Background: an optimization exercise with open tools, aiming at small area, a short achievable clock period and few clock cycles. Do not read the settings as production practice.
RTL that was checked went through simulation tests only; none was proved equivalent to the original.
Power is estimated from default activity; no workload was simulated.

==> flow/design.v (excerpt) <==
module ucode_core (
    input  logic                          clk,
    input  logic                          rst,
    input  logic                          in_valid,
    output logic                          in_ready,
    input  logic [ucode_pkg::INSTR_W-1:0] in_instr,
    output logic                          wb_valid,
    input  logic                          wb_ready,
    output logic [ucode_pkg::REG_AW-1:0]  wb_reg,
    output logic [ucode_pkg::DATA_W-1:0]  wb_data
);
Size: roughly 690 flip-flops, ~31000 sq um of cells after synthesis.
==> module ucode_core, before the edit <==
module ucode_core (
    input  logic                          clk,
    input  logic                          rst,
    input  logic                          in_valid,
    output logic                          in_ready,
    input  logic [ucode_pkg::INSTR_W-1:0] in_instr,
    output logic                          wb_valid,
    input  logic                          wb_ready,
    output logic [ucode_pkg::REG_AW-1:0]  wb_reg,
    output logic [ucode_pkg::DATA_W-1:0]  wb_data
);
    logic [6:0]  in_op;
    logic        dec_mov, dec_sub, dec_muli, dec_real;
    assign in_op = in_instr[31:25];
    always_comb begin
        dec_mov  = 1'b0;
        dec_sub  = 1'b0;
        dec_muli = 1'b0;
        dec_real = 1'b0;
        case (in_op)
            ucode_pkg::OP_MOV: begin
                dec_real = 1'b1;
                dec_mov  = 1'b1;
            end
            ucode_pkg::OP_ADD: dec_real = 1'b1;
            ucode_pkg::OP_SUB: begin
                dec_real = 1'b1;
                dec_sub  = 1'b1;
            end
            ucode_pkg::OP_MULI: begin
                dec_real = 1'b1;
                if (in_instr[15:0] == 16'h0) begin
                    dec_mov  = 1'b1;                     
                end else begin
                    dec_muli = 1'b1;                     
                end
            end
            default: dec_real = 1'b0;                    
        endcase
    end
    logic        skv;
    logic        sk_mov, sk_sub, sk_muli;
    logic [24:0] sk_w;
    logic        irv;
    logic        ir_mov, ir_sub, ir_muli;
    logic [24:0] ir_w;                                   
    logic        ir_ph;                                  
    logic [3:0]  ir_rd, ir_ra, ir_rb;
    assign ir_rd = ir_w[24:21];
    assign ir_ra = ir_w[20:17];                          
    assign ir_rb = ir_w[16:13];                          
    logic        take;
    logic        ir_free;
    logic        d_issue;
    logic        d_last;
    logic        e_fire;
    assign in_ready = !skv;
    assign take     = in_valid && !skv;
    logic        ev;
    logic [3:0]  e_rd;
    logic [31:0] e_a, e_b;
    logic        e_sub;
    assign e_fire  = ev && (!wb_valid || wb_ready);
    assign d_issue = irv && (!ev || e_fire);
    assign d_last  = !ir_muli || (ir_ph && ir_w[15:0] == 16'd1);
    assign ir_free = !irv || (d_issue && d_last);
    always_ff @(posedge clk or posedge rst) begin
        if (rst) begin
            skv   <= 1'b0;
            irv   <= 1'b0;
            ir_ph <= 1'b0;
        end else begin
            if (ir_free) begin
                ir_ph <= 1'b0;
                if (skv) begin
                    irv <= 1'b1;
                    skv <= 1'b0;
                end else begin
                    irv <= take && dec_real;
                end
            end else begin
                if (take && dec_real) skv <= 1'b1;
                if (d_issue) ir_ph <= 1'b1;
            end
        end
    end
    always_ff @(posedge clk) begin
        if (!skv && !ir_free) begin
            sk_mov  <= dec_mov;
            sk_sub  <= dec_sub;
            sk_muli <= dec_muli;
            sk_w    <= in_instr[24:0];
        end
        if (ir_free) begin
            if (skv) begin
                ir_mov  <= sk_mov;
                ir_sub  <= sk_sub;
                ir_muli <= sk_muli;
                ir_w    <= sk_w;
            end else begin
                ir_mov  <= dec_mov;
                ir_sub  <= dec_sub;
                ir_muli <= dec_muli;
                ir_w    <= in_instr[24:0];
            end
        end else if (d_issue && ir_ph) begin
            ir_w[15:0] <= ir_w[15:0] - 16'd1;            
        end
    end
    logic [31:0] rf [16];
    logic [15:0] rv;                                     
    logic [31:0] rd_a, rd_b;
    logic        u_mov;
    logic        fw_a, fw_b;                             
    logic [31:0] e_res;
    logic [31:0] nx_a, nx_b;
    always_comb begin
        rd_a = '0;
        rd_b = '0;
        for (int i = 0; i < 16; i++) begin
            rd_a = rd_a | (rf[i] & {32{rv[i] && ir_ra == 4'(i)}});
            rd_b = rd_b | (rf[i] & {32{rv[i] && ir_rb == 4'(i)}});
        end
    end
    assign u_mov = ir_mov || (ir_muli && !ir_ph);
    assign fw_a  = ev && e_rd == ir_ra;                  
    assign fw_b  = ir_muli || (ev && e_rd == ir_rb);
    assign nx_a  = u_mov ? (ir_muli ? 32'h0 : {16'h0, ir_w[15:0]}) : (fw_a ? e_res : rd_a);
    assign nx_b  = u_mov ? 32'h0 : ((fw_b ? e_res : rd_b) ^ {32{ir_sub}});
    always_ff @(posedge clk or posedge rst) begin
        if (rst) begin
            ev       <= 1'b0;
            rv       <= '0;
            wb_valid <= 1'b0;
        end else begin
            if (d_issue) begin
                ev <= 1'b1;
            end else if (e_fire) begin
                ev <= 1'b0;
            end
            if (wb_ready) begin
                wb_valid <= 1'b0;
            end
            if (e_fire) begin
                rv[e_rd] <= 1'b1;
                wb_valid <= 1'b1;
            end
        end
    end
    always_ff @(posedge clk) begin
        if (d_issue) begin
            e_rd  <= ir_rd;
            e_sub <= ir_sub && !u_mov;
            e_a   <= nx_a;
            e_b   <= nx_b;                               
        end
    end
    logic [31:0] pg_g, pg_p;
    logic [31:0] gg [6];
    logic [31:0] pp [6];
    logic [32:0] cy;
    assign pg_g = e_a & e_b;
    assign pg_p = e_a ^ e_b;
    always_comb begin
        gg[0] = pg_g;
        pp[0] = pg_p;
        gg[0][0] = pg_g[0] | (pg_p[0] & e_sub);          
        for (int l = 0; l < 5; l++) begin
            gg[l+1] = gg[l];
            pp[l+1] = pp[l];
            for (int i = 0; i < 32; i++) begin
                if ((i >> l) & 1) begin
                    gg[l+1][i] = gg[l][i] | (pp[l][i] & gg[l][((i >> l) << l) - 1]);
                    pp[l+1][i] = pp[l][i] & pp[l][((i >> l) << l) - 1];
                end
            end
        end
        cy[0] = e_sub;
        for (int i = 0; i < 32; i++) cy[i+1] = gg[5][i];
    end
    assign e_res = pg_p ^ cy[31:0];
    always_ff @(posedge clk) begin
        if (e_fire) begin
            rf[e_rd] <= e_res;
            wb_reg   <= e_rd;
            wb_data  <= e_res;
        end
    end
endmodule
export LEC_CHECK = 0
export CAP_MARGIN = 20
export CORE_MARGIN = 2
export CORE_UTILIZATION = 55
export SLEW_MARGIN = 20
create_clock -name core_clock -period 8.5 [get_ports {clk}]
standard.sh (not shown) runs the stock make flow with config.mk's settings and CLKGATE_MAP_FILE= SYNTH_SCRIPT=/design/flow/synth_recipe.tcl, a recipe that flattens the netlist after the stock synthesis.
==> flow/flow/run.sh <==
#!/bin/bash
# Standard ORFS layout; repair_timing aims for extra setup slack
set -euo pipefail
bash standard.sh finish SETUP_SLACK_MARGIN=5.6 > standard.log 2>&1
Testbench counts at the start, summed over its fixed seeds: cycles 8,520.
Next try:
--- a/flow/design.v
+++ b/flow/design.v
@@ -61,15 +61,11 @@
                 dec_real = 1'b1;
                 dec_sub  = 1'b1;
             end
             ucode_pkg::OP_MULI: begin
                 dec_real = 1'b1;
-                if (in_instr[15:0] == 16'h0) begin
-                    dec_mov  = 1'b1;                     
-                end else begin
-                    dec_muli = 1'b1;                     
-                end
+                dec_muli = 1'b1;                         
             end
             default: dec_real = 1'b0;                    
         endcase
     end
     logic        skv;
@@ -93,12 +89,12 @@
     logic        ev;
     logic [3:0]  e_rd;
     logic [31:0] e_a, e_b;
     logic        e_sub;
     assign e_fire  = ev && (!wb_valid || wb_ready);
-    assign d_issue = irv && (!ev || e_fire);
-    assign d_last  = !ir_muli || (ir_ph && ir_w[15:0] == 16'd1);
+    assign d_issue = irv && (!ev || e_fire) && !(ir_sub && ev && e_rd == ir_w[16:13]);
+    assign d_last  = !ir_muli || (ir_ph ? ir_w[15:0] == 16'd1 : ir_w[15:0] == 16'd0);
     assign ir_free = !irv || (d_issue && d_last);
     always_ff @(posedge clk or posedge rst) begin
         if (rst) begin
             skv   <= 1'b0;
             irv   <= 1'b0;
@@ -150,19 +146,19 @@
     logic [31:0] nx_a, nx_b;
     always_comb begin
         rd_a = '0;
         rd_b = '0;
         for (int i = 0; i < 16; i++) begin
-            rd_a = rd_a | (rf[i] & {32{rv[i] && ir_ra == 4'(i)}});
-            rd_b = rd_b | (rf[i] & {32{rv[i] && ir_rb == 4'(i)}});
+            rd_a = rd_a | (rf[i] & {32{rv[i] && ir_ra == 4'(i) && !fw_a && !u_mov}});
+            rd_b = rd_b | (rf[i] & {32{rv[i] && ir_rb == 4'(i) && !fw_b && !u_mov}});
         end
     end
     assign u_mov = ir_mov || (ir_muli && !ir_ph);
-    assign fw_a  = ev && e_rd == ir_ra;                  
-    assign fw_b  = ir_muli || (ev && e_rd == ir_rb);
-    assign nx_a  = u_mov ? (ir_muli ? 32'h0 : {16'h0, ir_w[15:0]}) : (fw_a ? e_res : rd_a);
-    assign nx_b  = u_mov ? 32'h0 : ((fw_b ? e_res : rd_b) ^ {32{ir_sub}});
+    assign fw_a  = !u_mov && ev && e_rd == ir_ra;        
+    assign fw_b  = !u_mov && (ir_muli || (ev && e_rd == ir_rb));
+    assign nx_a  = fw_a ? e_res : (rd_a | {16'h0, ir_w[15:0] & {16{ir_mov}}});
+    assign nx_b  = fw_b ? e_res : (rd_b ^ {32{ir_sub}});
     always_ff @(posedge clk or posedge rst) begin
         if (rst) begin
             ev       <= 1'b0;
             rv       <= '0;
             wb_valid <= 1'b0;
@@ -190,31 +186,30 @@
         end
     end
     logic [31:0] pg_g, pg_p;
     logic [31:0] gg [6];
     logic [31:0] pp [6];
-    logic [32:0] cy;
+    logic [31:0] cy0, cy1;                               
     assign pg_g = e_a & e_b;
     assign pg_p = e_a ^ e_b;
     always_comb begin
         gg[0] = pg_g;
         pp[0] = pg_p;
-        gg[0][0] = pg_g[0] | (pg_p[0] & e_sub);          
         for (int l = 0; l < 5; l++) begin
             gg[l+1] = gg[l];
             pp[l+1] = pp[l];
             for (int i = 0; i < 32; i++) begin
                 if ((i >> l) & 1) begin
                     gg[l+1][i] = gg[l][i] | (pp[l][i] & gg[l][((i >> l) << l) - 1]);
                     pp[l+1][i] = pp[l][i] & pp[l][((i >> l) << l) - 1];
                 end
             end
         end
-        cy[0] = e_sub;
-        for (int i = 0; i < 32; i++) cy[i+1] = gg[5][i];
-    end
-    assign e_res = pg_p ^ cy[31:0];
+    end
+    assign cy0   = {gg[5][30:0], 1'b0};
+    assign cy1   = cy0 | {pp[5][30:0], 1'b1};
+    assign e_res = e_sub ? (pg_p ^ cy1) : (pg_p ^ cy0);
     always_ff @(posedge clk) begin
         if (e_fire) begin
             rf[e_rd] <= e_res;
             wb_reg   <= e_rd;
             wb_data  <= e_res;
Global-route usage came out higher by 3.2 points.
Worst setup slack is worse by 0.068 ns.
Clock skew grows by 0.014 ns.
Cell count grows by 5.5%.
Combinational power grows to 44 times its value.
Synthesized area went up by 0.88%.
For the second run of this note, only the layout was checked, not whether the RTL still works.

==> what the ideal ports hide <==
In the flow no input, the clock included, has a driving cell. The finished layouts below were timed again as built, in two steps.
Step 1: set_driving_cell puts a clkbuf_16 on clk and a buf_2 on each other input, an assumption about the parent block.
Step 2 adds t to the input delays and takes it off the output delays; t is the mean of the earliest and latest rising clock arrival at the registers after step 1. Input paths then give back, and output paths get back, about the clock's delay inside the block.
Slacks: no drivers / after step 1 / after step 2; pairs: no drivers / after step 1.
| run | t, ns | setup WS [ns] | worst setup path after step 2 | worst data-port slew with drivers (ns) |
|---|---|---|---|---|
| the first run | 0.669 | 5.325 / 5.325 / 5.037 | input to register | 0.04 |
| the second run | 0.699 | 5.257 / 5.257 / 4.958 | input to register | 0.03 |
After both steps setup and hold are still met in every run listed. The setup slack of the second run, which loses most, moves by 0.000 ns with the drivers and by -0.299 ns with both steps.
